This design comes from an exercise in tuning for small area, a short achievable clock period and few clock cycles per item on the open sky130 flow, not from production work.
Only simulation tests tie the RTL to the original design; equivalence was not proved.
No activity file was given, so power comes from the tool's default toggle rates.

`flow/config.mk`:
```
export PLATFORM = sky130hd
export DESIGN_NAME = group_reverse_reorder_unit
export DESIGN_NICKNAME = group_reverse_reorder_unit
export VERILOG_FILES = /design/flow/design.v
export SDC_FILE = /design/flow/constraint.sdc
export NUM_CORES = 4
export LEC_CHECK = 0
export CAP_MARGIN = 20
export CORE_MARGIN = 2
export CORE_UTILIZATION = 70
export CTS_CLUSTER_DIAMETER = 60
export CTS_CLUSTER_SIZE = 30
export PLACE_DENSITY = 0.8
export SETUP_SLACK_MARGIN = 2.5
export SLEW_MARGIN = 20
export TNS_END_PERCENT = 10
```
`flow/constraint.sdc`:
```
create_clock -name core_clock -period 4.5 [get_ports {clk}]
set_input_delay 0.9000 -clock core_clock [delete_from_list [all_inputs] [get_ports {clk}]]
set_output_delay 0.9000 -clock core_clock [all_outputs]
set_load 0.01 [all_outputs]
```
`flow/design.v`:
```
package grr_pkg;
  localparam int CFG_W = 5;
  localparam logic [CFG_W-1:0] GROUP_SIZE_RESET = 5'd2;
  typedef struct packed {
    logic valid;
    logic bank;
  } bank_rel_t;
  function automatic logic [CFG_W-1:0] eff_group(input logic [CFG_W-1:0] gs,
                                                 input int unsigned max_group);
    if (gs == '0) begin
      eff_group = CFG_W'(1);
    end else if (32'(gs) > max_group) begin
      eff_group = CFG_W'(max_group);
    end else begin
      eff_group = gs;
    end
  endfunction
endpackage
module group_reverse_reorder_unit #(
  parameter int MAX_GROUP  = 16,
  parameter int WORD_WIDTH = 32
) (
  input  logic                                     clk,
  input  logic                                     rst,
  input  logic                                     cfg_we,
  input  logic [grr_pkg::CFG_W-1:0]                cfg_data,
  input  logic                                     s_tvalid,
  output logic                                     s_tready,
  input  logic [((WORD_WIDTH + 7) / 8) * 8 - 1:0]  s_tdata,   
  input  logic                                     s_tlast,
  output logic                                     m_tvalid,
  input  logic                                     m_tready,
  output logic [((WORD_WIDTH + 7) / 8) * 8 - 1:0]  m_tdata,   
  output logic                                     m_tlast
);
  localparam int TDATA_W = ((WORD_WIDTH + 7) / 8) * 8;
  localparam int NS      = (MAX_GROUP > 1) ? MAX_GROUP : 2;
  localparam int AW      = $clog2(NS);
  localparam int KW      = ($clog2(MAX_GROUP + 1) > grr_pkg::CFG_W) ?
                           $clog2(MAX_GROUP + 1) : grr_pkg::CFG_W;
  typedef struct packed {
    logic [AW-1:0] start;
    logic          dir;
    logic [AW-1:0] left;
    logic          fin;
  } desc_t;
  logic [AW-1:0]         km1;
  logic [AW-1:0]         cfg_km1;
  logic [WORD_WIDTH-1:0] mem [NS];
  logic [NS-1:0]         occ;        
  logic [NS-1:0]         wsel;       
  logic                  wd;         
  logic [AW-1:0]         gstart;     
  logic [AW-1:0]         fill;       
  logic                  fz;         
  logic                  wf;         
  logic                  rdy;
  logic                  ract;
  logic [NS-1:0]         rsel;       
  logic                  rdir;
  logic [AW-1:0]         rleft;      
  logic                  rl;         
  logic                  rfin;
  logic                  pv0;
  logic                  pv1;
  desc_t                 p0;
  desc_t                 p1;
  logic                  ov;
  logic [WORD_WIDTH-1:0] odata;
  logic                  olast;
  logic                  close;
  logic                  accept;
  logic                  oload;
  logic                  rd_fire;
  logic                  take;
  logic                  bypass;
  logic                  turn;
  logic                  newd_v;
  desc_t                 newd;
  desc_t                 nxt;
  logic [NS-1:0]         wstep;      
  logic [NS-1:0]         wback;      
  logic [AW-1:0]         wp;
  logic [AW-1:0]         wp_step;
  logic [AW-1:0]         fill_n;
  logic                  pv0_n;
  logic                  pv1_n;
  logic                  free_n;
  logic [NS-1:0]         occ_keep;
  logic [NS-1:0]         occ_n;
  logic [NS-1:0]         rsel_n;
  logic [WORD_WIDTH-1:0] rd_word;
  logic                  k1;         
  logic                  wf2;        
  assign cfg_km1  = AW'(grr_pkg::eff_group(cfg_data, MAX_GROUP) - grr_pkg::CFG_W'(1));
  assign k1       = (km1 == '0);
  assign wf2      = (KW'(fill) + KW'(1)) >= KW'(km1);
  assign close    = wf || s_tlast;
  assign accept   = s_tvalid && rdy;
  assign oload    = !ov || m_tready;
  assign rd_fire  = oload && ract;
  assign take     = !ract || (rd_fire && rl);
  assign bypass   = accept && (wf || (s_tlast && fz)) && !ract && oload;
  assign turn     = bypass && wf;
  assign wstep    = wd ? {wsel[0], wsel[NS-1:1]} : {wsel[NS-2:0], wsel[NS-1]};
  assign wback    = wd ? {wsel[NS-2:0], wsel[NS-1]} : {wsel[0], wsel[NS-1:1]};
  always_comb begin
    wp      = '0;
    wp_step = '0;
    for (int i = 0; i < NS; i++) begin
      wp      = wp      | (wsel[i]  ? AW'(i) : '0);
      wp_step = wp_step | (wstep[i] ? AW'(i) : '0);
    end
  end
  always_comb begin
    newd_v     = accept && close && !(bypass && fz);
    newd.start = gstart;
    newd.dir   = wd;
    newd.left  = fill;
    newd.fin   = s_tlast;
    if (wf) begin
      newd.dir   = !wd;
      newd.start = wp;
      if (bypass) begin
        newd.left = fill - AW'(1);
      end
    end
  end
  assign nxt = pv0 ? p0 : newd;
  always_comb begin
    pv0_n = pv0;
    pv1_n = pv1;
    if (take) begin
      if (pv0) begin
        pv0_n = pv1 || newd_v;
        pv1_n = pv1 && newd_v;
      end
    end else if (newd_v) begin
      if (pv0) begin
        pv1_n = 1'b1;
      end else begin
        pv0_n = 1'b1;
      end
    end
  end
  assign occ_keep = occ & ~({NS{rd_fire}} & rsel);
  assign occ_n    = occ_keep | ({NS{accept && !bypass}} & wsel);
  always_comb begin
    if (accept && !turn) begin
      free_n = !(|(occ_keep & wstep));
    end else if (accept) begin
      free_n = 1'b1;
    end else begin
      free_n = !(|(occ_keep & wsel));
    end
  end
  always_comb begin
    fill_n = fill;
    if (accept) begin
      fill_n = close ? '0 : (fill + AW'(1));
    end
  end
  logic [NS-1:0] dec_wp;
  logic [NS-1:0] dec_back;
  logic [NS-1:0] dec_gs;
  logic [NS-1:0] dec_p0;
  logic [NS-1:0] dec_new;
  always_comb begin
    dec_wp = wsel;
    dec_gs = '0;
    dec_gs[gstart] = 1'b1;
    dec_p0 = '0;
    dec_p0[p0.start] = 1'b1;
    dec_back = wback;
    dec_new = !wf ? dec_gs : (bypass ? dec_back : dec_wp);
    rsel_n = rsel;
    if (take) begin
      rsel_n = pv0 ? dec_p0 : (newd_v ? dec_new : '0);
    end else if (rd_fire) begin
      rsel_n = rdir ? {rsel[0], rsel[NS-1:1]} : {rsel[NS-2:0], rsel[NS-1]};
    end
  end
  always_comb begin
    rd_word = ract ? '0 : s_tdata[WORD_WIDTH-1:0];
    for (int i = 0; i < NS; i++) begin
      rd_word = rd_word | ({WORD_WIDTH{rsel[i]}} & mem[i]);
    end
  end
  always_ff @(posedge clk) begin
    if (rst) begin
      km1 <= AW'(grr_pkg::GROUP_SIZE_RESET - grr_pkg::CFG_W'(1));
    end else if (cfg_we) begin
      km1 <= cfg_km1;
    end
  end
  always_ff @(posedge clk) begin
    for (int i = 0; i < NS; i++) begin
      if (accept && wsel[i]) begin
        mem[i] <= s_tdata[WORD_WIDTH-1:0];
      end
    end
  end
  always_ff @(posedge clk) begin
    if (rst) begin
      occ    <= '0;
      wsel   <= NS'(1);
      wd     <= 1'b0;
      gstart <= '0;
      fill   <= '0;
      fz     <= 1'b1;
      wf     <= 1'b0;
      rdy    <= 1'b1;
      ract   <= 1'b0;
      rsel   <= '0;
      pv0    <= 1'b0;
      pv1    <= 1'b0;
      ov     <= 1'b0;
    end else begin
      occ <= occ_n;
      if (accept && !turn) begin
        wsel <= wstep;
      end
      if (turn) begin
        wd <= !wd;
      end
      if (accept && close) begin
        gstart <= turn ? wp : wp_step;
      end
      fill <= fill_n;
      fz   <= (fill_n == '0);
      if (cfg_we) begin
        wf <= fill >= cfg_km1;
      end else if (accept) begin
        wf <= close ? k1 : wf2;
      end
      rdy  <= free_n && !pv1_n;
      pv0  <= pv0_n;
      pv1  <= pv1_n;
      if (take) begin
        ract <= pv0 || newd_v;
      end
      rsel <= rsel_n;
      if (oload) begin
        ov <= ract || bypass;
      end
    end
  end
  always_ff @(posedge clk) begin
    if (take) begin
      rdir  <= nxt.dir;
      rleft <= nxt.left;
      rl    <= (nxt.left == '0);
      rfin  <= nxt.fin;
    end else if (rd_fire) begin
      rleft <= rleft - AW'(1);
      rl    <= (rleft == AW'(1));
    end
    if (take ? pv0 : (newd_v && !pv0)) begin
      p0 <= (take && pv1) ? p1 : newd;
    end
    if (newd_v) begin
      p1 <= newd;
    end
    if (oload && (ract || bypass)) begin
      odata <= rd_word;
      olast <= ract ? (rfin && rl) : (s_tlast && fz);
    end
  end
  assign s_tready = rdy;
  assign m_tvalid = ov;
  assign m_tdata  = TDATA_W'(odata);
  assign m_tlast  = olast;
endmodule
```
`flow/run.sh`:
```
#!/bin/bash
# synth_recipe.tcl (not shown) runs the flow's synth.tcl, then flattens the netlist and writes it again
# the make line also repeats each setting of config.mk as NAME=value (left out here)
make -C /OpenROAD-flow-scripts/flow DESIGN_CONFIG=/design/flow/config.mk WORK_HOME=/design/flow/orfs CLKGATE_MAP_FILE= SYNTH_SCRIPT=/design/flow/synth_recipe.tcl finish
```
==> flow_summary.json, run 1 <==
{
  "worst-endpoint-arrival_ns": 2.60,
  "worst_pin_slew_ns": 1.08,
  "hold_buffers": 0,
  "drive_above_1_share_pct": 14.9,
  "part_of_the_cycle_the_worst_path_needs_pct": 51.3,
  "synthCells": 1729,
  "area.growth.synth_to_final_pct": 13.7,
  "wl_per_cell_um": 31.5,
  "synth.yosys.seq_area_share_pct": 72.5,
  "initial_core_util_pct": 71.5,
  "synth_enable_flop_cells": 572,
  "first_global_vias": 16735,
  "die_area_um2": 38100,
  "row_count": 69,
  "post_synth_instance_area_um2": 25600,
  "clockBufferDepth": 3,
  "setup_violations": 0,
  "timing.reg2reg.worst_path_depth": 2,
  "drt_iter0_drc": 3029,
  "io_buffer_count": 77,
  "syn-num-nets": 1793,
  "totalNegativeSetupSlack_ns": 0,
  "route.vias.total": 17022,
  "via_per_inst": 7.42,
  "fin_nets": 1866,
  "final-max-slew-violation-count": 0,
  "first_pass_iters": 9,
  "die_h_um": 195,
  "worst_ir_drop_on_vdd_mv": 0.427,
  "startpoint_type": "flip-flop",
  "antenna_violations_before_repair": 3,
  "timing.clock.skew_ns": 0.0487,
  "largest_net_degree_at_the_start_of_global_routing": 50,
  "hold-path-cell-count": 2,
  "achievable-frequency_mhz": 433,
  "postSynthAreaPerCell_um2": 14.8,
  "final_core_util_pct": 81.3,
  "place.detailed.instances": 2178,
  "htree_depth": 2,
  "holdCritPathClass": "reg -> reg",
  "drt.antenna.violating_nets": 0,
  "grt_use_total_pct": 37.9,
  "ys.warnings.count": 2,
  "cts.root.buffer_cell": "sky130_fd_sc_hd__clkbuf_16",
  "globalRoute.totalOverflow": 0,
  "grt_pass1_wl_mm": 105,
  "yosysTopAreaCell": "sky130_fd_sc_hd__edfxtp_1",
  "run_status": "complete, no violations",
  "yosysTopAreaCellShare_pct": 67.2,
  "layout.cells.most_common": "sky130_fd_sc_hd__edfxtp_1",
  "hold_viol_final": 0,
  "gpl.final_weighted_congestion": 0.932,
  "finalNonFillerCells": 2294,
  "ys_async_rst_share_pct": 0,
  "routed_wl_mm": 72.3,
  "boundaryPins": 78,
  "crit_path_max_fanout": 17,
  "total_power_w": 0.0124,
  "cts.reportedPaths.clkPinSlew_ns": 0.09,
  "critical_path_required_ns": 4.79,
  "relSlewSlack_pct": 27.9,
  "r2r-start": "wsel[9]$_SDFFE_PP0P_",
  "drcViolationCount": 0,
  "rsz_0062_raised_after_global_routing": "true",
  "synth_area_leaders": "sky130_fd_sc_hd__edfxtp_1 67%, sky130_fd_sc_hd__dfxtp_1 5.3%, sky130_fd_sc_hd__a22oi_1 4.6%, sky130_fd_sc_hd__a221oi_1 1.7%, sky130_fd_sc_hd__mux2i_1 1.6%",
  "critical_path_class": "reg -> reg",
  "die_width_um": 195,
  "synth_ff_type": "sky130_fd_sc_hd__edfxtp_1",
  "powerDensity_nw_per_um2": 425,
  "worst_slack_ns": 2.19,
  "timing.max_cap.violations": 0,
  "crit_start": "wsel[9]$_SDFFE_PP0P_",
  "static-leakage-power_nw": 9.48,
  "clock_latency_ns": 0.60,
  "numClockSinks": 640,
  "design.core.area_um2": 35700,
  "preCtsSetupSlack_ns": 0.865,
  "cts_buffers": 38,
  "synth.lib_cells_used.distinct": 66,
  "mostFrequentLayoutCells": "572 x sky130_fd_sc_hd__edfxtp_1, 155 x sky130_fd_sc_hd__a22oi_1, 100 x sky130_fd_sc_hd__nand2_1",
  "ys_seq_elements": 640,
  "timing.hold.worst.start": "km1[1]$_SDFFE_PP0P_",
  "place.detailed.hpwl_mm": 37.6,
  "tritoncts": "yes",
  "layout_min_cycle_time_ns": 2.31,
  "worst_setup_path_end_kind": "flip-flop"
}
[logic make-up (layout without fill, tap and decap cells)]
family                   after synthesis  in the layout  share of synthesized area, %
AO/OA/AOI/OAI                        481            481                          14.0
buffers and inverters                160            257                          2.62
AND/OR/NAND/NOR                      361            364                          7.22
XOR/XNOR                              12             12                         0.441
multiplexers                          54             54                          2.17
flip-flops                           640            640                          72.5
adder cells (fa/ha/maj)               21             21                          1.03
other                                  0              4                             0
[registers in the layout (all words and copies together), names as in the netlist, 4 cells and up]
name    count
odata      32
mem       512
p0         10
km1         4
wsel       16
gstart      4
occ        16
rsel       16
fill        4
p1         10
rleft       4
[timing repair]
action                                  CTS  global route
gates cloned                              5             2
pin swaps                                16             6
setup buffers                            35             3
gates resized for setup                 131            51
endpoints found under the setup margin  693           272
[synthesized netlist by cell type, types with 21 or more instances]
library cell / count
sky130_fd_sc_hd__a222oi_1: 32
sky130_fd_sc_hd__and3_1: 29
sky130_fd_sc_hd__a21oi_1: 60
sky130_fd_sc_hd__a22oi_1: 156
sky130_fd_sc_hd__nor2_1: 69
sky130_fd_sc_hd__ha_1: 21
sky130_fd_sc_hd__edfxtp_1: 572
sky130_fd_sc_hd__a211oi_1: 26
sky130_fd_sc_hd__a22o_1: 23
sky130_fd_sc_hd__nor3_1: 29
sky130_fd_sc_hd__mux2i_1: 42
sky130_fd_sc_hd__dfxtp_1: 68
sky130_fd_sc_hd__nand2_1: 101
sky130_fd_sc_hd__inv_1: 21
sky130_fd_sc_hd__clkbuf_1: 93
sky130_fd_sc_hd__a221oi_1: 51
sky130_fd_sc_hd__o21ai_0: 42
sky130_fd_sc_hd__buf_2: 25
sky130_fd_sc_hd__nand3_1: 51
[through the flow]
stage / hold WS, ns / instance area [um2]
after floorplan: 0.469 / 25700
after global placement: 0.496 / 26900
after detailed placement: 0.515 / 26900
after CTS: 0.519 / 28800
after global routing: 0.540 / 29100
final: 0.523 / 29100
[power breakdown]
group          leakage, nW  switching [W]  internal [W]  total, W
clock                0.656        0.00212       0.00184   0.00395
sequential            5.81       0.000223       0.00688   0.00711
combinational         3.02       0.000859      0.000434   0.00129
total                 9.48        0.00320       0.00915    0.0124
[area by class of cell]
class,count,area [um2]
multi-input combinational,932,6700
clock inverter,28,392
timing repair buffer,167,1700
clock buffer,39,976
timing repair inverter,1,7.51
tap,461,577
inverter,22,97.6
antenna,4,10.0
fill,1918,6680
sequential,640,18600
[path summary, 6_finish.rpt]
path | to | slack [ns]
min reg2reg | km1[1]$_SDFFE_PP0P_ | 0.52
min | km1[1]$_SDFFE_PP0P_ | 0.52
max reg2reg | mem[9][7]$_DFFE_PP_ | 2.19
max | mem[9][7]$_DFFE_PP_ | 2.19
[per-layer routing]
layer  track usage [%]  part of all wire (%)  vias up
met5                 0                     0        -
met4              18.7                   5.0        0
met3              8.76                    14      272
met2              58.3                    46     1355
met1              52.0                    35     8299
li1                  -                     -     7096
[critical path, cell delays in order (launching register included)]
cell and delay (ns):
sky130_fd_sc_hd__dfxtp_1 0.74, sky130_fd_sc_hd__and3_2 0.92, sky130_fd_sc_hd__buf_4 0.36
Testbench counts, summed over its fixed seeds: cycles 12,252, items 11,992.
==> inputs of run 2 (changes only) <==
--- a/flow/config.mk
+++ b/flow/config.mk
@@ -7,10 +7,10 @@
 export LEC_CHECK = 0
 export CAP_MARGIN = 20
 export CORE_MARGIN = 2
-export CORE_UTILIZATION = 70
+export CORE_UTILIZATION = 55
 export CTS_CLUSTER_DIAMETER = 60
 export CTS_CLUSTER_SIZE = 30
-export PLACE_DENSITY = 0.8
+export PLACE_DENSITY = 0.65
 export SETUP_SLACK_MARGIN = 2.5
 export SLEW_MARGIN = 20
 export TNS_END_PERCENT = 10
==> flow_summary.json, run 2 <==
{
  "run_status": "complete, no violations",
  "synth_compound_area_share_pct": 14.0,
  "ys.warnings.count": 2,
  "largest_reg_flops": 512,
  "worst_path_largest_cell_delay_ns": 0.48,
  "synth_ff_type": "sky130_fd_sc_hd__edfxtp_1",
  "critical_path_required_ns": 3.60,
  "die_area_um2": 48200,
  "fill_cells": 3293,
  "boundaryPins": 78,
  "routed_wl_mm": 71.5,
  "worst_ir_drop_on_vdd_mv": 0.346,
  "worst_pin_slew_ns": 1.10,
  "setup_violations": 0,
  "io_buffer_count": 77,
  "post_synth_instance_area_um2": 25600,
  "grt_use_total_pct": 29.9,
  "largest_registers": "mem: 512 flops, odata: 32 flops",
  "tritoncts": "yes",
  "fin_nets": 1867,
  "postSynthAreaPerCell_um2": 14.8,
  "mostFrequentLayoutCells": "572 x sky130_fd_sc_hd__edfxtp_1, 154 x sky130_fd_sc_hd__a22oi_1, 100 x sky130_fd_sc_hd__nand2_1",
  "muxShareOfSynthArea_pct": 2.17,
  "synth.yosys.seq_area_share_pct": 72.5,
  "design.core.area_um2": 45600,
  "clockBufferDepth": 3,
  "preCtsSetupSlack_ns": 0.756,
  "holdCritPathClass": "reg -> reg",
  "htree_depth": 2,
  "gpl.final_weighted_congestion": 0.906,
  "ys_async_rst_share_pct": 0,
  "synth_xor_area_share_pct": 0.441,
  "worst_path_max_delay_cell": "sky130_fd_sc_hd__edfxtp_1",
  "worst_slack_ns": 2.34,
  "first_pass_iters": 9,
  "power_frac_comb_pct": 10.2,
  "combinational_family_with_the_most_area_after_synthesis": "compound AO/OA/AOI/OAI gates",
  "layout_min_cycle_time_ns": 2.16,
  "achievable-frequency_mhz": 463,
  "synth.cells.most_frequent": "572 x sky130_fd_sc_hd__edfxtp_1, 156 x sky130_fd_sc_hd__a22oi_1, 101 x sky130_fd_sc_hd__nand2_1, 93 x sky130_fd_sc_hd__clkbuf_1, 69 x sky130_fd_sc_hd__nor2_1",
  "worst-endpoint-arrival_ns": 1.26,
  "power_frac_clock_pct": 35.1,
  "cts_buffers": 42,
  "drt.antenna.violating_nets": 0,
  "hold_buffers": 0,
  "rsz_0062_raised_after_global_routing": "true",
  "drcViolationCount": 0,
  "drive_above_1_share_pct": 15.5,
  "netSwitchingFraction_pct": 26.0,
  "multi_input_combinational_cell_area_um2": 6700,
  "totalNegativeSetupSlack_ns": 0,
  "yosysTopAreaCellShare_pct": 67.2,
  "cts.reportedPaths.clkPinSlew_ns": 0.10,
  "yosysTopAreaCell": "sky130_fd_sc_hd__edfxtp_1",
  "drt_iter0_drc": 2386,
  "route.vias.total": 16438,
  "die_h_um": 220,
  "synth-adder-area-share_pct": 1.03,
  "timing.clock.skew_ns": 0.0332,
  "via_per_inst": 6.75,
  "synth_simple_gate_area_share_pct": 7.22,
  "grt_pass1_wl_mm": 104,
  "synth.lib_cells_used.distinct": 66,
  "static-leakage-power_nw": 9.57,
  "die_width_um": 220,
  "cp_num_buf_inv": 1,
  "syn-num-nets": 1793,
  "synth_enable_flop_cells": 572,
  "part_of_the_cycle_the_worst_path_needs_pct": 48.0,
  "yosysMostFrequentCell": "sky130_fd_sc_hd__edfxtp_1",
  "relSlewSlack_pct": 26.8,
  "power.switching_w": 0.00337,
  "cts.root.buffer_cell": "sky130_fd_sc_hd__clkbuf_16",
  "worst-r2r-setup-slack_ns": 2.40,
  "regArea_um2": 18600,
  "largest_register": "mem",
  "worst_path_dominant_cell_family": "flip-flops",
  "layout.cells.most_common": "sky130_fd_sc_hd__edfxtp_1",
  "first_global_vias": 15854,
  "crit_chain": "buf_2",
  "globalRoute.totalOverflow": 0,
  "place.detailed.hpwl_mm": 36.7,
  "wl_per_cell_um": 29.3,
  "synth_area_leaders": "sky130_fd_sc_hd__edfxtp_1 67%, sky130_fd_sc_hd__dfxtp_1 5.3%, sky130_fd_sc_hd__a22oi_1 4.6%, sky130_fd_sc_hd__a221oi_1 1.7%, sky130_fd_sc_hd__mux2i_1 1.6%",
  "final-max-slew-violation-count": 0,
  "initial_core_util_pct": 56.1,
  "antenna_violations_before_repair": 1,
  "numClockSinks": 640,
  "clock_latency_ns": 0.61,
  "largest_net_degree_at_the_start_of_global_routing": 43,
  "share_seq_of_total_power_pct": 54.8,
  "area.growth.synth_to_final_pct": 15.3,
  "row_count": 78,
  "crit_path_max_fanout": 1,
  "worst_setup_path_end_kind": "output pin",
  "int_pwr_w": 0.00957,
  "powerDensity_nw_per_um2": 439,
  "hold_viol_final": 0,
  "startpoint_type": "flip-flop",
  "critical_path_class": "reg -> out",
  "ys_seq_elements": 640,
  "timing.max_cap.violations": 0,
  "synthCells": 1729
}
## run 2: cell types whose count changed in the layout (fill, tap and decap cells not counted), moves of 3 or more
cell	change
sky130_fd_sc_hd__buf_8	+3
sky130_fd_sc_hd__ha_4	+3
sky130_fd_sc_hd__bufinv_16	+3
sky130_fd_sc_hd__clkdlybuf4s15_1	+17
sky130_fd_sc_hd__diode_2	-3
sky130_fd_sc_hd__clkbuf_2	+3
sky130_fd_sc_hd__mux2i_1	+3
sky130_fd_sc_hd__o21ai_1	+4
sky130_fd_sc_hd__dlygate4sd2_1	-24
sky130_fd_sc_hd__mux2i_2	-3
sky130_fd_sc_hd__clkbuf_16	+3
sky130_fd_sc_hd__inv_6	-3
sky130_fd_sc_hd__inv_16	+3
sky130_fd_sc_hd__inv_12	+3
## run 2: worst paths after layout
check                                           start                     to  cells past startpoint
worst max register to register  wsel[10]$_SDFFE_PP0P_  mem[10][19]$_DFFE_PP_                      2
worst min register to register    km1[1]$_SDFFE_PP0P_    km1[1]$_SDFFE_PP0P_                      2
worst max-delay path               odata[6]$_DFFE_PP_             m_tdata[6]                      1
worst min-delay path              km1[1]$_SDFFE_PP0P_    km1[1]$_SDFFE_PP0P_                      2
## run 2: cell type report
| class | instances | share of cell area, % |
|---|---|---|
| flip-flops and latches | 640 | 63.1 |
| repair inverters | 1 | 0.0255 |
| well taps | 600 | 2.55 |
| inverters | 22 | 0.301 |
| repair buffers | 165 | 5.67 |
| clock inverters | 33 | 1.93 |
| multi-input cells | 931 | 22.7 |
| clock buffers | 44 | 3.66 |
| diodes | 1 | 0.00849 |
## run 2: through the flow
| step | total power, W | hold slack, ns | instance area (um2) | util [%] | cells |
|---|---|---|---|---|---|
| after floorplan | 0.00784 | 0.469 | 25700 | - | 1729 |
| after global placement | 0.00839 | 0.495 | 27000 | 59.3 | 2312 |
| after detailed placement | 0.00842 | 0.497 | 27000 | 59.3 | 2312 |
| after CTS | 0.0130 | 0.507 | 29300 | 64.4 | 2433 |
| after global routing | 0.0133 | 0.544 | 29500 | 64.7 | 2436 |
| final | 0.0129 | 0.515 | 29500 | 64.7 | 2437 |
## run 2: routing by layer
layer	vias to the layer above	share of wire, %	routed length, um	GRT usage (%)
li1	7106	-	-	-
met1	8318	40	28300	41.0
met2	862	48	34000	47.9
met3	150	9.5	6800	5.76
met4	2	3.3	2390	11.1
met5	-	0.015	11	0
## run 2: logic make-up after synthesis
family	after synthesis
DFF	640
xor gates and xnor gates	12
AOI/OAI and AO/OA	481
buffers and inverters	160
muxes	54
and+or+nand+nor	361
adders and majority gates	21
## run 2: power by group through the flow
stage          clock network (W)  registers, W  logic [W]
2_1_floorplan                  0       0.00712   0.000719
3_3_place_gp                   0       0.00722    0.00117
3_5_place_dp                   0       0.00724    0.00118
4_1_cts                  0.00460       0.00708    0.00129
5_1_grt                  0.00479       0.00712    0.00140
6_report                 0.00454       0.00709    0.00132
## run 2: repair_timing
action | in CTS | in global routing
pin swaps | 21 | 5
setup buffers | 38 | 3
resized for setup | 159 | 49
endpoints found under the setup margin | 722 | 325
gates cloned | 6 | 0
==> inputs of run 3 (changes only) <==
--- a/flow/config.mk
+++ b/flow/config.mk
@@ -7,10 +7,10 @@
 export LEC_CHECK = 0
 export CAP_MARGIN = 20
 export CORE_MARGIN = 2
-export CORE_UTILIZATION = 55
+export CORE_UTILIZATION = 60
 export CTS_CLUSTER_DIAMETER = 60
 export CTS_CLUSTER_SIZE = 30
-export PLACE_DENSITY = 0.65
+export PLACE_DENSITY = 0.72
 export SETUP_SLACK_MARGIN = 2.5
 export SLEW_MARGIN = 20
 export TNS_END_PERCENT = 10
==> flow_summary.json, run 3 <==
{
  "holdCritPathClass": "reg -> reg",
  "power.switching_w": 0.00309,
  "worst-endpoint-arrival_ns": 1.24,
  "mostFrequentLayoutCells": "572 x sky130_fd_sc_hd__edfxtp_1, 153 x sky130_fd_sc_hd__a22oi_1, 100 x sky130_fd_sc_hd__nand2_1",
  "cp_num_buf_inv": 1,
  "yosysMostFrequentCell": "sky130_fd_sc_hd__edfxtp_1",
  "int_pwr_w": 0.00901,
  "globalRoute.totalOverflow": 0,
  "drt_iter0_drc": 1980,
  "die_width_um": 210,
  "synth_area_leaders": "sky130_fd_sc_hd__edfxtp_1 67%, sky130_fd_sc_hd__dfxtp_1 5.3%, sky130_fd_sc_hd__a22oi_1 4.6%, sky130_fd_sc_hd__a221oi_1 1.7%, sky130_fd_sc_hd__mux2i_1 1.6%",
  "drcViolationCount": 0,
  "worst_pin_slew_ns": 1.13,
  "place.detailed.hpwl_mm": 36.0,
  "fin_nets": 1844,
  "largest_reg_flops": 512,
  "postSynthAreaPerCell_um2": 14.8,
  "yosysTopAreaCell": "sky130_fd_sc_hd__edfxtp_1",
  "syn-num-nets": 1793,
  "timing.hold.ws_ns": 0.518,
  "ys.warnings.count": 2,
  "worst_path_dominant_cell_family": "flip-flops",
  "setup_violations": 0,
  "crit_path_max_fanout": 5,
  "crit_chain": "clkdlybuf4s15_2",
  "route.vias.total": 16382,
  "share_seq_of_total_power_pct": 58.6,
  "largest_net_degree_at_the_start_of_global_routing": 54,
  "critical_path_required_ns": 3.60,
  "area.growth.synth_to_final_pct": 12.5,
  "numClockSinks": 640,
  "hold_viol_final": 0,
  "worst_path_max_delay_cell": "sky130_fd_sc_hd__dfxtp_4",
  "die_area_um2": 44300,
  "largest_registers": "mem: 512 flops, odata: 32 flops",
  "row_count": 75,
  "power_frac_clock_pct": 30.8,
  "io_buffer_count": 77,
  "powerDensity_nw_per_um2": 421,
  "synth_ff_type": "sky130_fd_sc_hd__edfxtp_1",
  "static-leakage-power_nw": 9.25,
  "layout_min_cycle_time_ns": 2.14,
  "run_status": "complete, no violations",
  "cts.root.buffer_cell": "sky130_fd_sc_hd__clkbuf_16",
  "boundaryPins": 78,
  "largest_register": "mem",
  "clockBufferDepth": 3,
  "timing.max_cap.violations": 0,
  "yosysTopAreaCellShare_pct": 67.2,
  "rsz_0062_raised_after_global_routing": "true",
  "achievable-frequency_mhz": 468,
  "critical_path_class": "reg -> out",
  "netSwitchingFraction_pct": 25.5,
  "antenna_violations_before_repair": 1,
  "post_synth_instance_area_um2": 25600,
  "worst_path_largest_cell_delay_ns": 0.41,
  "drt.antenna.violating_nets": 0,
  "grt_pass1_wl_mm": 101,
  "first_pass_iters": 8,
  "synth_enable_flop_cells": 572,
  "tritoncts": "yes",
  "htree_depth": 2,
  "timing.clock.skew_ns": 0.0307,
  "first_global_vias": 15587,
  "cts_buffers": 36,
  "via_per_inst": 6.98,
  "relSlewSlack_pct": 24.8,
  "ys_async_rst_share_pct": 0,
  "worst_ir_drop_on_vdd_mv": 0.361,
  "synth.cells.most_frequent": "572 x sky130_fd_sc_hd__edfxtp_1, 156 x sky130_fd_sc_hd__a22oi_1, 101 x sky130_fd_sc_hd__nand2_1, 93 x sky130_fd_sc_hd__clkbuf_1, 69 x sky130_fd_sc_hd__nor2_1",
  "power_frac_comb_pct": 10.6,
  "totalNegativeSetupSlack_ns": 0,
  "synthCells": 1729,
  "design.core.area_um2": 42000,
  "final-max-slew-violation-count": 0,
  "initial_core_util_pct": 60.8,
  "layout.cells.most_common": "sky130_fd_sc_hd__edfxtp_1",
  "clock_latency_ns": 0.60,
  "gpl.final_weighted_congestion": 0.935,
  "ys_seq_elements": 640,
  "grt_use_total_pct": 31.5,
  "worst_setup_path_end_kind": "output pin",
  "final_core_util_pct": 68.4,
  "die_h_um": 210,
  "drive_above_1_share_pct": 13.7,
  "cts.reportedPaths.clkPinSlew_ns": 0.08,
  "startpoint_type": "flip-flop",
  "routed_wl_mm": 69.1,
  "part_of_the_cycle_the_worst_path_needs_pct": 47.5,
  "synth.yosys.seq_area_share_pct": 72.5,
  "synth.lib_cells_used.distinct": 66,
  "wl_per_cell_um": 29.4,
  "total_power_w": 0.0121
}
[run 3: cell types whose count changed in the layout (fill, tap and decap cells not counted), moves of 4 or more]
cell	previous run	this run
sky130_fd_sc_hd__dfxtp_4	13	9
sky130_fd_sc_hd__clkbuf_2	8	4
sky130_fd_sc_hd__bufinv_16	5	1
sky130_fd_sc_hd__o21ai_1	8	3
sky130_fd_sc_hd__o21ai_0	35	40
sky130_fd_sc_hd__clkbuf_16	43	37
sky130_fd_sc_hd__inv_16	4	0
sky130_fd_sc_hd__buf_4	63	50
sky130_fd_sc_hd__buf_12	15	11
[run 3: worst min-delay path, delay by kind of cell, from the launching register on]
family | cells | cell delay, ns
AO/OA/AOI/OAI | 1 | 0.05
flip-flops | 1 | 0.33
AND/OR/NAND/NOR | 1 | 0.09
[run 3: timing repair]
| action | in CTS | in global routing |
|---|---|---|
| buffers inserted | 16 | 4 |
| pin swaps | 11 | 9 |
| endpoints found under the setup margin | 650 | 194 |
| cloned | 4 | 0 |
| resized for setup | 168 | 26 |
| hold buffers | 0 | 0 |
[run 3: logic make-up after synthesis]
family          count (synthesis)  share of synthesized area (%)
mux                            54                           2.17
fa+ha+maj                      21                           1.03
compound gates                481                           14.0
simple gates                  361                           7.22
flops                         640                           72.5
xor+xnor                       12                          0.441
buf+inv                       160                           2.62
[run 3: area by class of cell]
cell class	instances	area, um2
antenna	1	2.50
clock buffer	40	947
clock inverter	25	288
fill	2872	13300
inverter	22	96.3
multi-input combinational	932	6720
sequential	640	18600
tap	539	674
timing repair buffer	147	1410
timing repair inverter	1	7.51
[run 3: final timing paths]
path | startpoint | end | slack [ns] | cells after the start
setup reg to reg | wsel[11]$_SDFFE_PP0P_ | mem[11][12]$_DFFE_PP_ | 2.42 | 2
hold reg to reg | km1[2]$_SDFFE_PP0P_ | km1[2]$_SDFFE_PP0P_ | 0.52 | 2
setup / recovery | ov$_SDFFE_PP0N_ | m_tvalid | 2.36 | 1
hold / removal | km1[2]$_SDFFE_PP0P_ | km1[2]$_SDFFE_PP0P_ | 0.52 | 2
[run 3: power by group through the flow]
stage               clock [W]  sequential (W)  combinational, W
detailed placement          0         0.00723           0.00118
floorplan                   0         0.00712          0.000719
CTS                   0.00377         0.00708           0.00123
finish                0.00373         0.00709           0.00128
global route          0.00395         0.00712           0.00137
global placement            0         0.00721           0.00117
[run 3: layer usage]
metal  track usage [%]  share of wire, %
met2              50.6                48
met3              5.18                10
met5                 0                 0
met4              12.6               3.8
met1              43.6                38
[run 3: per-stage QoR]
step	setup slack, ns	std cells	area (um2)
2_1_floorplan	2.06	1729	25700
3_3_place_gp	1.02	2257	27000
3_5_place_dp	0.971	2257	27000
4_1_cts	2.35	2342	28700
5_1_grt	2.31	2346	28700
6_report	2.36	2347	28700
==> inputs of run 4 (changes only) <==
--- a/flow/config.mk
+++ b/flow/config.mk
@@ -13,4 +13,4 @@
 export PLACE_DENSITY = 0.72
 export SETUP_SLACK_MARGIN = 2.5
 export SLEW_MARGIN = 20
-export TNS_END_PERCENT = 10
+export TNS_END_PERCENT = 50
==> flow_summary.json, run 4 <==
{
  "run_status": "complete, no violations",
  "design.core.area_um2": 42000,
  "muxShareOfSynthArea_pct": 2.17,
  "part_of_the_cycle_the_worst_path_needs_pct": 46.9,
  "worst_path_dominant_cell_family": "flip-flops",
  "post_synth_instance_area_um2": 25600,
  "timing.clock.skew_ns": 0.0392,
  "largest_reg_flops": 512,
  "syn-num-nets": 1793,
  "grt_pass1_wl_mm": 103,
  "globalRoute.totalOverflow": 0,
  "crit_path_max_fanout": 1,
  "routed_wl_mm": 72.2,
  "ys.warnings.count": 2,
  "final-max-slew-violation-count": 0,
  "timing.reg2reg.worst_path_depth": 9,
  "numClockSinks": 640,
  "largest_register": "mem",
  "final_core_util_pct": 69.9,
  "clock_latency_ns": 0.61,
  "hold_buffers": 0,
  "worst_path_max_delay_cell": "sky130_fd_sc_hd__edfxtp_1",
  "worst_pin_slew_ns": 0.838,
  "antenna_violations_before_repair": 2,
  "cts.reportedPaths.clkPinSlew_ns": 0.10,
  "powerDensity_nw_per_um2": 427,
  "hold_viol_final": 0,
  "worst_path_largest_cell_delay_ns": 0.45,
  "postSynthAreaPerCell_um2": 14.8,
  "critical_path_class": "reg -> out",
  "ys_async_rst_share_pct": 0,
  "via_per_inst": 6.98,
  "worst_setup_path_end_kind": "output pin",
  "place.detailed.hpwl_mm": 36.9,
  "area.growth.synth_to_final_pct": 15.0,
  "initial_core_util_pct": 60.8,
  "synth_compound_area_share_pct": 14.0,
  "crit_cells": 1,
  "synth.lib_cells_used.distinct": 66,
  "synth_xor_area_share_pct": 0.441,
  "htree_depth": 2,
  "achievable-frequency_mhz": 474,
  "fin_nets": 1889,
  "layout_min_cycle_time_ns": 2.11,
  "wl_per_cell_um": 30.1,
  "totalNegativeSetupSlack_ns": 0,
  "timing.max_cap.violations": 0,
  "yosysTopAreaCellShare_pct": 67.2,
  "die_width_um": 210,
  "die_area_um2": 44300,
  "gpl.final_weighted_congestion": 0.921,
  "holdCritPathClass": "reg -> reg",
  "drt_iter0_drc": 2647,
  "largest_registers": "mem: 512 flops, odata: 32 flops",
  "worst_ir_drop_on_vdd_mv": 0.406,
  "row_count": 75,
  "tritoncts": "yes",
  "worst-endpoint-arrival_ns": 1.21,
  "synth.cells.most_frequent": "572 x sky130_fd_sc_hd__edfxtp_1, 156 x sky130_fd_sc_hd__a22oi_1, 101 x sky130_fd_sc_hd__nand2_1, 93 x sky130_fd_sc_hd__clkbuf_1, 69 x sky130_fd_sc_hd__nor2_1",
  "boundaryPins": 78,
  "io_buffer_count": 77,
  "clockBufferDepth": 3,
  "synth_enable_flop_cells": 572,
  "fill_cells": 2777,
  "die_h_um": 210,
  "ys_seq_elements": 640,
  "synth_area_leaders": "sky130_fd_sc_hd__edfxtp_1 67%, sky130_fd_sc_hd__dfxtp_1 5.3%, sky130_fd_sc_hd__a22oi_1 4.6%, sky130_fd_sc_hd__a221oi_1 1.7%, sky130_fd_sc_hd__mux2i_1 1.6%",
  "yosysMostFrequentCell": "sky130_fd_sc_hd__edfxtp_1",
  "drive_above_1_share_pct": 18.5,
  "synth_ff_type": "sky130_fd_sc_hd__edfxtp_1",
  "cts_buffers": 38,
  "static-leakage-power_nw": 9.65,
  "largest_net_degree_at_the_start_of_global_routing": 42,
  "hold-path-cell-count": 2,
  "route.vias.total": 16722,
  "rsz_0062_raised_after_global_routing": "true",
  "cp_num_buf_inv": 1,
  "synthCells": 1729,
  "synth.yosys.seq_area_share_pct": 72.5,
  "synth-adder-area-share_pct": 1.03,
  "crit_chain": "buf_2",
  "synth_simple_gate_area_share_pct": 7.22,
  "combinational_family_with_the_most_area_after_synthesis": "compound AO/OA/AOI/OAI gates",
  "yosysTopAreaCell": "sky130_fd_sc_hd__edfxtp_1",
  "startpoint_type": "flip-flop",
  "relSlewSlack_pct": 44.1,
  "layout.cells.most_common": "sky130_fd_sc_hd__edfxtp_1",
  "grt_use_total_pct": 32.2,
  "cts.root.buffer_cell": "sky130_fd_sc_hd__clkbuf_16",
  "first_global_vias": 15843,
  "first_pass_iters": 6,
  "critical_path_required_ns": 3.60,
  "drcViolationCount": 0,
  "setup_violations": 0,
  "drt.antenna.violating_nets": 0,
  "mostFrequentLayoutCells": "572 x sky130_fd_sc_hd__edfxtp_1, 154 x sky130_fd_sc_hd__a22oi_1, 100 x sky130_fd_sc_hd__nand2_1"
}
run 4: final cells by class:
cell class | count | area, um2 | share of cell area [%]
inverter | 22 | 92.6 | 0.315
tap | 539 | 674 | 2.29
clock buffer | 44 | 1050 | 3.56
antenna | 3 | 7.51 | 0.0255
clock inverter | 26 | 355 | 1.21
multi-input combinational | 932 | 6820 | 23.2
timing repair inverter | 1 | 7.51 | 0.0255
sequential | 640 | 18600 | 63.3
timing repair buffer | 190 | 1790 | 6.07
run 4: power breakdown:
group,internal (W),switching [W],total [W]
logic,0.000487,0.000895,0.00138
registers,0.00688,0.000207,0.00709
clock network,0.00197,0.00211,0.00407
total,0.00934,0.00321,0.0125
run 4: path summary, 6_finish.rpt:
| kind | from | to | slack, ns |
|---|---|---|---|
| max | odata[10]$_DFFE_PP_ | m_tdata[10] | 2.39 |
| min reg2reg | km1[2]$_SDFFE_PP0P_ | km1[2]$_SDFFE_PP0P_ | 0.51 |
| max reg2reg | gstart[1]$_SDFFE_PP0P_ | rsel[3]$_SDFFE_PP0P_ | 2.48 |
| min | km1[2]$_SDFFE_PP0P_ | km1[2]$_SDFFE_PP0P_ | 0.51 |
run 4: timing repair:
action / CTS / global route
setup buffers: 30 / 38
gates cloned: 6 / 1
endpoints found under the setup margin: 695 / 155
pin swaps: 18 / 26
gates resized for setup: 158 / 113
run 4: layer usage:
layer	GRT usage, %	part of all wire [%]
met1	44.8	37
met2	51.6	47
met3	5.93	12
met4	12.0	3.7
met5	0	0
run 4: kinds of logic after synthesis:
kind of cell	Yosys count
DFF	640
AOI/OAI and AO/OA	481
and+or+nand+nor	361
buffers and inverters	160
muxes	54
adders and majority gates	21
xor gates and xnor gates	12
run 4: metrics by stage:
stage | power (W) | setup slack, ns | instances | instance area, um2 | hold WS [ns]
finish | 0.0125 | 2.39 | 2397 | 29400 | 0.514
global route | 0.0129 | 2.37 | 2395 | 29400 | 0.530
CTS | 0.0125 | 2.31 | 2355 | 29000 | 0.514
detailed placement | 0.00841 | 0.710 | 2249 | 26900 | 0.504
global placement | 0.00838 | 0.840 | 2249 | 26900 | 0.495
floorplan | 0.00784 | 2.08 | 1729 | 25700 | 0.469
==> inputs of run 5 (changes only) <==
--- a/flow/config.mk
+++ b/flow/config.mk
@@ -13,4 +13,4 @@
 export PLACE_DENSITY = 0.72
 export SETUP_SLACK_MARGIN = 2.5
 export SLEW_MARGIN = 20
-export TNS_END_PERCENT = 50
+export TNS_END_PERCENT = 25
==> flow_summary.json, run 5 <==
{
  "run_status": "complete, no violations",
  "power_frac_comb_pct": 10.4,
  "powerDensity_nw_per_um2": 426,
  "worst_pin_slew_ns": 1.12,
  "rsz_0062_raised_after_global_routing": "true",
  "gpl.final_weighted_congestion": 0.940,
  "globalRoute.totalOverflow": 0,
  "largest_reg_flops": 512,
  "die_width_um": 210,
  "critical_path_class": "reg -> out",
  "drt.antenna.violating_nets": 0,
  "worst_path_largest_cell_delay_ns": 0.41,
  "die_area_um2": 44300,
  "cp_num_buf_inv": 1,
  "drive_above_1_share_pct": 15.8,
  "die_h_um": 210,
  "design.core.area_um2": 42000,
  "global_route.peak_usage_layer": "met2",
  "synth_enable_flop_cells": 572,
  "place.detailed.hpwl_mm": 36.3,
  "via_per_inst": 6.98,
  "worst_ir_drop_on_vdd_mv": 0.398,
  "yosysTopAreaCell": "sky130_fd_sc_hd__edfxtp_1",
  "worst_path_dominant_cell_family": "flip-flops",
  "ys_seq_elements": 640,
  "synth.yosys.seq_area_share_pct": 72.5,
  "netSwitchingFraction_pct": 26.2,
  "timing.clock.skew_ns": 0.0451,
  "largest_net_degree_at_the_start_of_global_routing": 53,
  "largest_register": "mem",
  "postSynthAreaPerCell_um2": 14.8,
  "first_global_vias": 15957,
  "synth.cells.most_frequent": "572 x sky130_fd_sc_hd__edfxtp_1, 156 x sky130_fd_sc_hd__a22oi_1, 101 x sky130_fd_sc_hd__nand2_1, 93 x sky130_fd_sc_hd__clkbuf_1, 69 x sky130_fd_sc_hd__nor2_1",
  "mostFrequentLayoutCells": "572 x sky130_fd_sc_hd__edfxtp_1, 155 x sky130_fd_sc_hd__a22oi_1, 100 x sky130_fd_sc_hd__nand2_1",
  "part_of_the_cycle_the_worst_path_needs_pct": 47.2,
  "route.vias.total": 16484,
  "fin_nets": 1860,
  "grt_use_total_pct": 31.4,
  "synth.lib_cells_used.distinct": 66,
  "worst_slack_ns": 2.38,
  "timing.max_cap.violations": 0,
  "holdCritPathClass": "reg -> reg",
  "routed_wl_mm": 69.5,
  "groute.layer.met1.usage_pct": 43.3,
  "int_pwr_w": 0.00907,
  "numClockSinks": 640,
  "hold_viol_final": 0,
  "clock_latency_ns": 0.61,
  "syn-num-nets": 1793,
  "ys_async_rst_share_pct": 0,
  "share_seq_of_total_power_pct": 57.8,
  "synth_ff_type": "sky130_fd_sc_hd__edfxtp_1",
  "totalNegativeSetupSlack_ns": 0,
  "largest_registers": "mem: 512 flops, odata: 32 flops",
  "grt_pass1_wl_mm": 101,
  "use_met3_pct": 5.77,
  "tritoncts": "yes",
  "initial_core_util_pct": 60.8,
  "crit_path_max_fanout": 5,
  "critical_path_required_ns": 3.60,
  "htree_depth": 2,
  "synth_area_leaders": "sky130_fd_sc_hd__edfxtp_1 67%, sky130_fd_sc_hd__dfxtp_1 5.3%, sky130_fd_sc_hd__a22oi_1 4.6%, sky130_fd_sc_hd__a221oi_1 1.7%, sky130_fd_sc_hd__mux2i_1 1.6%",
  "power.switching_w": 0.00322,
  "static-leakage-power_nw": 9.36,
  "relSlewSlack_pct": 25.3,
  "yosysTopAreaCellShare_pct": 67.2,
  "antenna_violations_before_repair": 1,
  "first_pass_iters": 6,
  "drt_iter0_drc": 2083,
  "synthCells": 1729,
  "wl_per_cell_um": 29.4,
  "setup_violations": 0,
  "boundaryPins": 78,
  "clockBufferDepth": 3,
  "insertedDiodeCount": 0,
  "ys.warnings.count": 2,
  "grt_util_met2_pct": 50.4,
  "cts.reportedPaths.clkPinSlew_ns": 0.08,
  "worst_setup_path_end_kind": "output pin",
  "worst-endpoint-arrival_ns": 1.22,
  "post_synth_instance_area_um2": 25600,
  "crit_chain": "clkdlybuf4s15_2",
  "row_count": 75,
  "preCtsSetupSlack_ns": 0.848,
  "fill_cells": 2881,
  "cts_buffers": 38,
  "cts.root.buffer_cell": "sky130_fd_sc_hd__clkbuf_16",
  "yosysMostFrequentCell": "sky130_fd_sc_hd__edfxtp_1",
  "layout_min_cycle_time_ns": 2.12,
  "power_frac_clock_pct": 31.8,
  "worst_path_max_delay_cell": "sky130_fd_sc_hd__dfxtp_4",
  "drcViolationCount": 0,
  "io_buffer_count": 77,
  "startpoint_type": "flip-flop",
  "area.growth.synth_to_final_pct": 13.0,
  "layout.cells.most_common": "sky130_fd_sc_hd__edfxtp_1",
  "achievable-frequency_mhz": 471,
  "final-max-slew-violation-count": 0
}
[run 5: power groups by stage]
stage | logic [W] | registers (W) | clock network, W
floorplan | 0.000719 | 0.00712 | 0
global route | 0.00137 | 0.00712 | 0.00415
finish | 0.00128 | 0.00710 | 0.00391
CTS | 0.00122 | 0.00709 | 0.00395
global placement | 0.00115 | 0.00721 | 0
detailed placement | 0.00117 | 0.00723 | 0
[run 5: layer usage]
layer / vias up / wire (um) / share of wire [%]
met5: - / 17 / 0.024
met4: 2 / 2660 / 3.8
met3: 179 / 7230 / 10
met2: 1010 / 33300 / 48
met1: 8209 / 26300 / 38
li1: 7084 / - / -
[run 5: through the flow]
step / util, % / instance area (um2) / total power [W] / cells / hold WS (ns)
2_1_floorplan: - / 25700 / 0.00784 / 1729 / 0.469
3_3_place_gp: 64.2 / 27000 / 0.00837 / 2255 / 0.491
3_5_place_dp: 64.2 / 27000 / 0.00840 / 2255 / 0.503
4_1_cts: 68.4 / 28700 / 0.0123 / 2352 / 0.517
5_1_grt: 68.7 / 28900 / 0.0126 / 2363 / 0.551
6_report: 68.7 / 28900 / 0.0123 / 2363 / 0.522
[run 5: area by class of cell]
| cell class | count | area [um2] | share of cell area (%) |
|---|---|---|---|
| sequential | 640 | 18600 | 64.4 |
| multi-input combinational | 932 | 6680 | 23.1 |
| timing repair buffer | 161 | 1480 | 5.13 |
| clock buffer | 39 | 976 | 3.38 |
| tap | 539 | 674 | 2.34 |
| clock inverter | 29 | 369 | 1.28 |
| inverter | 22 | 96.3 | 0.334 |
| timing repair inverter | 1 | 7.51 | 0.0260 |
[run 5: what timing repair did]
action,CTS,global route
endpoints found under the setup margin,714,193
buffers inserted,25,10
cloned,4,1
resized for setup,177,43
pin swaps,13,13
hold buffers,0,0
[run 5: path summary, 6_finish.rpt]
kind	slack, ns	endpoint	from	cells past startpoint
setup / recovery	2.38	m_tvalid	ov$_SDFFE_PP0N_	1
hold / removal	0.52	km1[1]$_SDFFE_PP0P_	km1[1]$_SDFFE_PP0P_	2
setup reg to reg	2.43	mem[9][23]$_DFFE_PP_	wsel[9]$_SDFFE_PP0P_	2
hold reg to reg	0.52	km1[1]$_SDFFE_PP0P_	km1[1]$_SDFFE_PP0P_	2
[run 5: logic make-up after synthesis]
group                      share of synthesized area [%]
and+or+nand+nor                                     7.22
adders and majority gates                           1.03
xor gates and xnor gates                           0.441
AOI/OAI and AO/OA                                   14.0
muxes                                               2.17
buffers and inverters                               2.62
DFF                                                 72.5
[run 5: worst min-delay path, cell delays in order (launching register included)]
cell	delay, ns
sky130_fd_sc_hd__dfxtp_1	0.34
sky130_fd_sc_hd__nor2_1	0.09
sky130_fd_sc_hd__a211oi_1	0.05

-- port drivers added, routing unchanged --
No port has a modelled driver above. Below, the same layouts with a new extraction and two added sets of constraints.
Step 1: set_driving_cell puts a clkbuf_16 on clk and a buf_2 on each other input, an assumption about the parent block.
Step 2, shift: input delay + t, output delay - t, t = (earliest + latest rising clock arrival at the registers) / 2. This alone moves slack from input paths to output paths.
Three values: ideal ports, drivers, drivers and shift; two values: the first two.
run	t (ns)	setup slack, ns	hold slack, ns	cell pins on the clock port's net
run 1	0.635	2.193 / 2.193 / 1.690	0.523 / 0.523 / 0.523	1
run 2	0.650	2.339 / 2.280 / 1.792	0.515 / 0.515 / 0.515	1
run 3	0.638	2.365 / 2.307 / 1.790	0.518 / 0.518 / 0.518	1
run 4	0.641	2.391 / 2.335 / 1.843	0.514 / 0.514 / 0.514	1
run 5	0.643	2.376 / 2.320 / 1.797	0.522 / 0.522 / 0.522	1
After both steps every run listed still meets setup and hold. For run 5, which loses most, drivers alone change the setup slack by -0.056 ns; drivers and shift together by -0.579 ns.
